Context: an optimization exercise on an open-source flow, tuned for small area, a short achievable clock period and few clock cycles per item. The choices shown serve that exercise and are no tape-out recipe.
Function not checked in this run: the RTL went through the layout flow alone.
Power figures rest on the tool's default switching activity, not on a simulated workload.

--- design/flow/constraint.sdc ---
create_clock -name core_clock -period 5.0 [get_ports {clk}]
set_input_delay 1.0000 -clock core_clock [delete_from_list [all_inputs] [get_ports {clk}]]
set_output_delay 1.0000 -clock core_clock [all_outputs]
set_load 0.01 [all_outputs]
--- design/flow/flow/run.sh ---
#!/bin/bash
# Standard ORFS layout with two changes: ports get the smallest plain buffer
# (buf_1) instead of the delay buffer buffer_ports picks on its own, and the
# pins of each data bit are grouped on the die edge (flow/pins.tcl).
set -euo pipefail
bash standard.sh \
  "BUFFER_PORTS_ARGS=-buffer_cell sky130_fd_sc_hd__buf_1" \
  "PRE_IO_PLACEMENT_TCL=$PWD/flow/pins.tcl" \
  finish > standard_make.log 2>&1
--- design/flow/flow/pins.tcl ---
# Bit-slice pin groups: for bit b, the four ram_q words, the eight out_data
# words (in shift order), the eight in_data words and ram_d share one stretch
# of the die edge, so each slice's cells can sit together.
for {set b 0} {$b < 64} {incr b} {
  set names {}
  for {set k 0} {$k < 4} {incr k} { lappend names "ram_q\[[expr {64 * $k + $b}]\]" }
  for {set w 7} {$w >= 0} {incr w -1} { lappend names "out_data\[[expr {64 * $w + $b}]\]" }
  for {set w 0} {$w < 8} {incr w} { lappend names "in_data\[[expr {64 * $w + $b}]\]" }
  lappend names "ram_d\[$b\]"
  set_io_pin_constraint -pin_names $names -group -order
}
--- design/flow/standard.sh ---
#!/bin/bash
# synth_recipe.tcl (not shown) runs the flow's synth.tcl, then flattens the netlist and writes it again
# the make line also repeats each setting of config.mk as NAME=value (left out here)
make -C /OpenROAD-flow-scripts/flow DESIGN_CONFIG=/design/flow/config.mk WORK_HOME=/design/flow/orfs CLKGATE_MAP_FILE= SYNTH_SCRIPT=/design/flow/synth_recipe.tcl "${@:-finish}"
--- design/flow/config.mk ---
export PLATFORM = sky130hd
export DESIGN_NAME = lsu_top
export DESIGN_NICKNAME = lsu_top
export VERILOG_FILES = /design/flow/design.v
export SDC_FILE = /design/flow/constraint.sdc
export NUM_CORES = 4
export LEC_CHECK = 0
export CAP_MARGIN = 20
export CORE_AREA = 3 3 497 497
export DIE_AREA = 0 0 500 500
export SETUP_SLACK_MARGIN = 2.5
export SLEW_MARGIN = 20
--- design/flow/design.v ---
package lsu_pkg;
  localparam int word_w         = 64;
  localparam int beat_w         = 512;
  localparam int words_per_beat = beat_w / word_w;
  localparam int num_banks      = 4;
  localparam int addr_w         = 12;
  localparam int rd_latency     = 4;
  localparam int fifo_depth     = 2;
  localparam int cfg_w          = 16;
  typedef logic [word_w-1:0]            word_t;
  typedef logic [beat_w-1:0]            beat_t;
  typedef logic [addr_w-1:0]            addr_t;
  typedef logic [$clog2(num_banks)-1:0] bank_t;
  typedef logic [cfg_w-1:0]             cfg_t;
endpackage
module lsu_top (
  input  logic                          clk,
  input  logic                          rst,
  input  lsu_pkg::beat_t                in_data,
  input  logic                          in_valid,
  output logic                          in_ready,
  output lsu_pkg::beat_t                out_data,
  output logic                          out_valid,
  input  logic                          out_ready,
  input  logic                          start,
  input  logic                          store,
  output logic                          done,
  input  lsu_pkg::cfg_t                 len,
  input  lsu_pkg::cfg_t                 seg_count,
  input  lsu_pkg::cfg_t                 block_factor,
  input  lsu_pkg::cfg_t                 seg_stride,
  input  lsu_pkg::cfg_t                 addr_offset,
  output lsu_pkg::addr_t                ram_addr,
  output lsu_pkg::word_t                ram_d,
  output logic                          ram_we,
  output logic [lsu_pkg::num_banks-1:0] ram_ce,
  input  logic [lsu_pkg::num_banks*lsu_pkg::word_w-1:0] ram_q
);
  localparam int AW = lsu_pkg::addr_w;
  localparam int CW = lsu_pkg::cfg_w;
  localparam int WW = lsu_pkg::word_w;
  localparam int RL = lsu_pkg::rd_latency;
  typedef struct packed {
    logic [AW-1:0] cur;       
    logic [AW-1:0] row;       
    logic [AW-1:0] seg;       
    logic [1:0]    bank;      
    logic [CW-1:0] blk_rem;   
    logic [CW-1:0] j_rem;     
    logic [CW-1:0] s_rem;     
    logic          bl;        
    logic          jl;        
    logic          sl;        
  } gen_t;
  gen_t       g, g_step, snap_a, snap_b;
  logic [2:0] wib;            
  logic       is_st;          
  logic       st_run;         
  logic       ld_run;         
  logic [1:0] n_snap;         
  logic       x_last, len1, bf1;
  logic       issue, flush, deliver, push;
  logic       done_next;
  logic [RL:0] rv;            
  logic [RL:0] rlb;           
  logic [RL:0] rlx;           
  logic [1:0]  rbk [RL+1];
  logic        out_last;
  logic [WW-1:0] ret_word;
  assign x_last = g.jl & g.sl;
  assign len1   = (len == CW'(1));
  assign bf1    = (block_factor == CW'(1));
  assign deliver = out_valid & out_ready;
  assign flush   = out_valid & ~out_ready;
  assign issue   = (st_run & in_valid) | (ld_run & ~flush);
  assign push    = ld_run & ~flush & (wib == 3'd0);
  always_comb begin
    g_step = g;
    if (g.jl) begin
      g_step.seg     = g.seg + seg_stride[AW-1:0];
      g_step.cur     = g_step.seg;
      g_step.row     = g_step.seg;
      g_step.bank    = 2'd0;
      g_step.blk_rem = block_factor;
      g_step.bl      = bf1;
      g_step.j_rem   = len;
      g_step.jl      = len1;
      g_step.s_rem   = g.s_rem - 1'b1;
      g_step.sl      = (g.s_rem == CW'(2));
    end else begin
      g_step.j_rem = g.j_rem - 1'b1;
      g_step.jl    = (g.j_rem == CW'(2));
      if (g.bl) begin
        g_step.blk_rem = block_factor;
        g_step.bl      = bf1;
        g_step.bank    = g.bank + 1'b1;
        if (g.bank == 2'd3) begin
          g_step.cur = g.cur + 1'b1;
          g_step.row = g.cur + 1'b1;
        end else begin
          g_step.cur = g.row;
        end
      end else begin
        g_step.blk_rem = g.blk_rem - 1'b1;
        g_step.bl      = (g.blk_rem == CW'(2));
        g_step.cur     = g.cur + 1'b1;
      end
    end
  end
  always_ff @(posedge clk) begin
    if (start) begin
      g.cur     <= addr_offset[AW-1:0];
      g.row     <= addr_offset[AW-1:0];
      g.seg     <= addr_offset[AW-1:0];
      g.bank    <= 2'd0;
      g.blk_rem <= block_factor;
      g.bl      <= bf1;
      g.j_rem   <= len;
      g.jl      <= len1;
      g.s_rem   <= seg_count;
      g.sl      <= (seg_count == CW'(1));
      wib       <= 3'd0;
      is_st     <= store;
    end else if (flush) begin
      g   <= snap_a;
      wib <= 3'd0;
    end else if (issue) begin
      g   <= g_step;
      wib <= wib + 1'b1;
    end
  end
  always_ff @(posedge clk) begin
    if (deliver & (n_snap == 2'd2)) begin
      snap_a <= snap_b;
    end else if (push & ((n_snap == 2'd0) | (deliver & (n_snap == 2'd1)))) begin
      snap_a <= g;
    end
    if (push & (deliver ? (n_snap == 2'd2) : (n_snap == 2'd1))) begin
      snap_b <= g;
    end
  end
  assign done_next = (st_run & in_valid & x_last) | (deliver & out_last);
  always_ff @(posedge clk) begin
    if (rst) begin
      st_run   <= 1'b0;
      ld_run   <= 1'b0;
      n_snap   <= 2'd0;
      done     <= 1'b0;
      in_ready <= 1'b0;
    end else begin
      if (start) begin
        st_run <= store;
        ld_run <= ~store;
      end else begin
        if (issue & x_last) begin
          st_run <= 1'b0;
          ld_run <= 1'b0;
        end
        if (flush) ld_run <= 1'b1;
      end
      if (flush) n_snap <= 2'd0;
      else       n_snap <= n_snap + 2'(push) - 2'(deliver);
      done     <= done_next;
      in_ready <= ~start & st_run & ~(in_valid & x_last) &
                  (in_valid ? (wib == 3'd6) : (wib == 3'd7));
    end
  end
  logic [WW-1:0] d_sel;
  always_comb begin
    d_sel = '0;
    for (int w = 0; w < 8; w++) d_sel |= in_data[w*WW +: WW] & {WW{wib == 3'(w)}};
  end
  assign ram_we = is_st;
  always_ff @(posedge clk) begin
    if (rst) begin
      ram_ce <= '0;
      rv     <= '0;
      out_valid <= 1'b0;
    end else begin
      ram_ce <= issue ? (4'b0001 << g.bank) : 4'b0000;
      rv     <= flush ? '0 : {rv[RL-1:0], ld_run};
      out_valid <= rv[RL] & rlb[RL] & ~flush;
    end
  end
  always_ff @(posedge clk) begin
    ram_addr <= g.cur;
    ram_d    <= d_sel;
    rlb      <= {rlb[RL-1:0], wib == 3'd7};
    rlx      <= {rlx[RL-1:0], x_last};
    rbk[0]   <= g.bank;
    for (int i = 1; i <= RL; i++) rbk[i] <= rbk[i-1];
    out_last <= rlx[RL];
  end
  always_comb begin
    ret_word = '0;
    for (int b = 0; b < 4; b++) ret_word |= ram_q[b*WW +: WW] & {WW{rbk[RL] == 2'(b)}};
  end
  always_ff @(posedge clk) begin
    out_data <= {ret_word, out_data[lsu_pkg::beat_w-1:WW]};
  end
endmodule
==> reports/results.tsv <==
stage	metric	value	unit
clock_network	htree_levels	3	
clock_network	clock_latency	780	ps
grt	globalRouteTotalUtil	8.275	%
power_and_ir_drop	p_int	0.01307	W
cells_and_area	final_cell_mix	buf_1 (1427), dfxtp_1 (615), edfxtp_1 (266), a222oi_1 (128), clkbuf_16 (98)	
run	drv_cap	0	
timing	hold-worst-slack	264.3	ps
cells_and_area	fillCellCount	26600	
worst_setup_path	crit_chain	buf_1, nand2b_4, nand4_1, nor2_2, a21oi_2, o2bb2ai_4, bufbuf_16	
cells_and_area	layout-drive-gt1-share	11.84	%
clock_network	ctsHoldBuffers	0	
grt	grt_pass1_wl	153700	µm
timing	worst_pin_slew	912.1	ps
cells_and_area	ff_latch_area	20620	µm²
drt	num_vias	24070	
floorplan	die_h	500	µm
cells_and_area	multi_input_area	9087	µm²
power_and_ir_drop	power.density	414.9	nW/µm²
grt	grt_antenna_before_repair	29	
cells_and_area	final_nets	4384	
synth	synth_largest_area_cell	dfxtp_1	
synth	yosysTopAreaCellShare	41.96	%
power_and_ir_drop	pwr-share-clk	39.2	%
synth	postSynthNetCount	2933	
clock_network	numCtsBuffers	95	
worst_setup_path	slowest_delay	480	ps
timing	finalSetupViolCount	0	
worst_setup_path	crit_type	in2reg	
synth	synth_top_flop_cell	dfxtp_1	
clock_network	clock-sinks	896	
cells_and_area	final_util	17.80	%
placed_design	place_congestion	0.7754	
synth	ys_seq_area_share	68.54	%
timing	finalClockSkew	99.77	ps
clock_network	cts.clk_slew.worst_paths	60	ps
synth	yosys_warnings	2	
drt	via_per_inst	3.554	
worst_setup_path	startpoint_type	primary input	
floorplan	design.die.area	250000	µm²
worst_setup_path	cp_data_arrival_time	2980	ps
worst_setup_path	cp-end-kind	register	
drt	drc	0	
min_path	hold_depth	0	
drt	ant_nets	0	
clock_network	clock-root-buffer	clkbuf_16	
synth	synth_area_leaders	dfxtp_1 (42%), edfxtp_1 (27%), mux4_2 (4.8%)	
synth	synth.distinct_cells	67	
synth	ys_seq_elements	896	
synth	synthArstFlopShare	0	%
placed_design	pre_cts_slack	1625	ps
power_and_ir_drop	power_frac_seq	47.9	%
floorplan	die_w	500	µm
worst_setup_path	r2r_cells	6	
timing	tns	0	ps
floorplan	rows	180	
synth	syn_avg_cell_area	14.65	µm²
placed_design	dp_hpwl	77210	µm
drt	totalWireLength	113500	µm
clock_network	cts_tree	yes	
power_and_ir_drop	swShare	26.74	%
worst_setup_path	crit_path_max_fanout	44	
grt	grt_overflow	0	
drt	drt-wirelength-per-cell	16.76	µm
clock_network	cts_max_path_buffers	3	
grt	grt_max_degree	90	
worst_setup_path	critical_path_required	5460	ps
power_and_ir_drop	power.total	0.01785	W
synth	netlist_area	30060	µm²
power_and_ir_drop	leakage	14.66	nW
status	status	timing/DRC/antenna clean	
drt	drt_iter0_drc	2030	
drt	drt-pass1-iter-count	9	
timing	rsz0062_at_grt	true	
floorplan	core_region_area	241700	µm²
timing	maxSlewViolCount	0	
power_and_ir_drop	ir_drop	315.1	µV
timing	slew_headroom	39.19	%
cells_and_area	final_common_cell	buf_1	
min_path	hold_path.class	reg2reg	
timing	final_hold_viol_count	0	
timing	fin_crit_sh	50.43	%
timing	fmax	396.6	MHz
worst_setup_path	critPathSlowestCell	bufbuf_16	
floorplan	io_pins	1450	
synth	synth_edf_count	266	
cells_and_area	syn_to_final_growth	43.10	%
timing	fin_ws	2478	ps
timing	period_needed	2522	ps
floorplan	start_util	12.44	%
grt	grt_pass1_vias	23950	
synth	syn_inst	2051	
placed_design	io_buffers	1441	
power_and_ir_drop	combPwrFrac	12.9	%
power_and_ir_drop	switching_power	0.004771	W
-- worst paths after layout --
check | from | end | slack (ps)
worst max-delay path | out_ready | snap_a[29] | 2480
worst min-delay path | out_data[126] | out_data[62] | 260
worst min register to register | out_data[126] | out_data[62] | 260
worst max register to register | wib[2] | snap_a[29] | 2590
-- metal layers --
metal,track usage [%],up-vias,wire [µm]
li1,-,10870,-
met1,9.218,11620,42130
met2,14.19,1368,55180
met3,3.065,187,12120
met4,3.365,18,3939
met5,0,-,101
-- final cells by class --
class,count,share of cell area (%)
Sequential cell,896,47.95
Multi-Input combinational cell,1004,21.13
Antenna cell,5,0.02909
Clock inverter,36,0.9425
Timing Repair Buffer,1481,14.04
Inverter,24,0.2385
Clock buffer,141,6.403
Tap cell,3185,9.265
-- cell families after synthesis --
kind of cell | synth area share (%)
adder cells (fa/ha/maj) | 1.191
AND/OR/NAND/NOR | 4.850
buffers and inverters | 2.036
flip-flops | 68.54
XOR/XNOR | 1.778
multiplexers | 10.79
AO/OA/AOI/OAI | 10.82
-- synthesized netlist by cell type, drive strengths merged, types with 7 or more instances --
master,instances
dfxtp,630
a22oi,16
o22ai,10
nor3,29
o21ai,67
nand2,78
mux2i,73
a222oi,128
and2,8
clkbuf,87
xor2,21
xnor2,40
nand3,14
nand4,8
edfxtp,266
a221oi,7
inv,23
a221o,72
or3,10
mux2,95
nor4,25
o32ai,8
a21oi,69
mux4,64
ha,27
buf,40
nor2,72
-- power by group through the flow --
| stage | clock, W | combinational, W | sequential (W) |
|---|---|---|---|
| after floorplan | 0 | 0.000992 | 0.00881 |
| after global placement | 0 | 0.00212 | 0.00868 |
| after detailed placement | 0 | 0.00217 | 0.00870 |
| after CTS | 0.00729 | 0.00230 | 0.00856 |
| after global routing | 0.00754 | 0.00250 | 0.00863 |
| final | 0.00700 | 0.00230 | 0.00855 |
-- worst max-delay path: cells and delay by family --
kind,cells,cell delay (ps)
and+or+nand+nor,3,950
AOI/OAI and AO/OA,2,340
buffers and inverters,2,660
-- stage by stage --
| stage | cells | cell area [µm²] |
|---|---|---|
| final | 6772 | 43010 |
| after global routing | 6770 | 43010 |
| after CTS | 6764 | 42920 |
| after detailed placement | 6578 | 39440 |
| after global placement | 6578 | 39440 |
| after floorplan | 2051 | 30260 |
-- sequential cells by signal (all words and copies together), names as in the netlist, 2 cells and up --
signal and count:
snap_b 89, snap_a 89, rv 5, wib 3, rbk 10, ram_ce 4, g 89, rlx 5
ram_addr 12, n_snap 2, rlb 5, out_data 512, ram_d 64
-- timing repair --
action / 4_1_cts / 5_1_grt
endpoints found under the setup margin: 287 / 116
pin swaps: 3 / 2
buffers inserted: 8 / 3
gates resized for setup: 63 / 8
cloned: 1 / 0

==> static timing again, ports no longer ideal <==
No port has a modelled driver above. Below, the same layout with a new extraction and two added sets of constraints. Step 1 (the two cells are an assumption about what drives the block):
set clk [get_ports {clk}]
set_driving_cell -lib_cell sky130_fd_sc_hd__clkbuf_16 $clk
set_driving_cell -lib_cell sky130_fd_sc_hd__buf_2 [delete_from_list [all_inputs] $clk]
Step 2 adds t to the input delays and takes it off the output delays; t is the mean of the earliest and latest rising clock arrival at the registers after step 1. Input paths then give back, and output paths get back, about the clock's delay inside the block. Three values: ideal, step 1, step 2; two values: the first two.
t, ns: 0.795
setup WS [ns]: 2.478 / 2.316 / 1.521
worst setup path at the end: input to register
After both steps setup and hold are still met in this run. For this run, drivers alone change the setup slack by -0.162 ns; drivers and shift together by -0.957 ns.
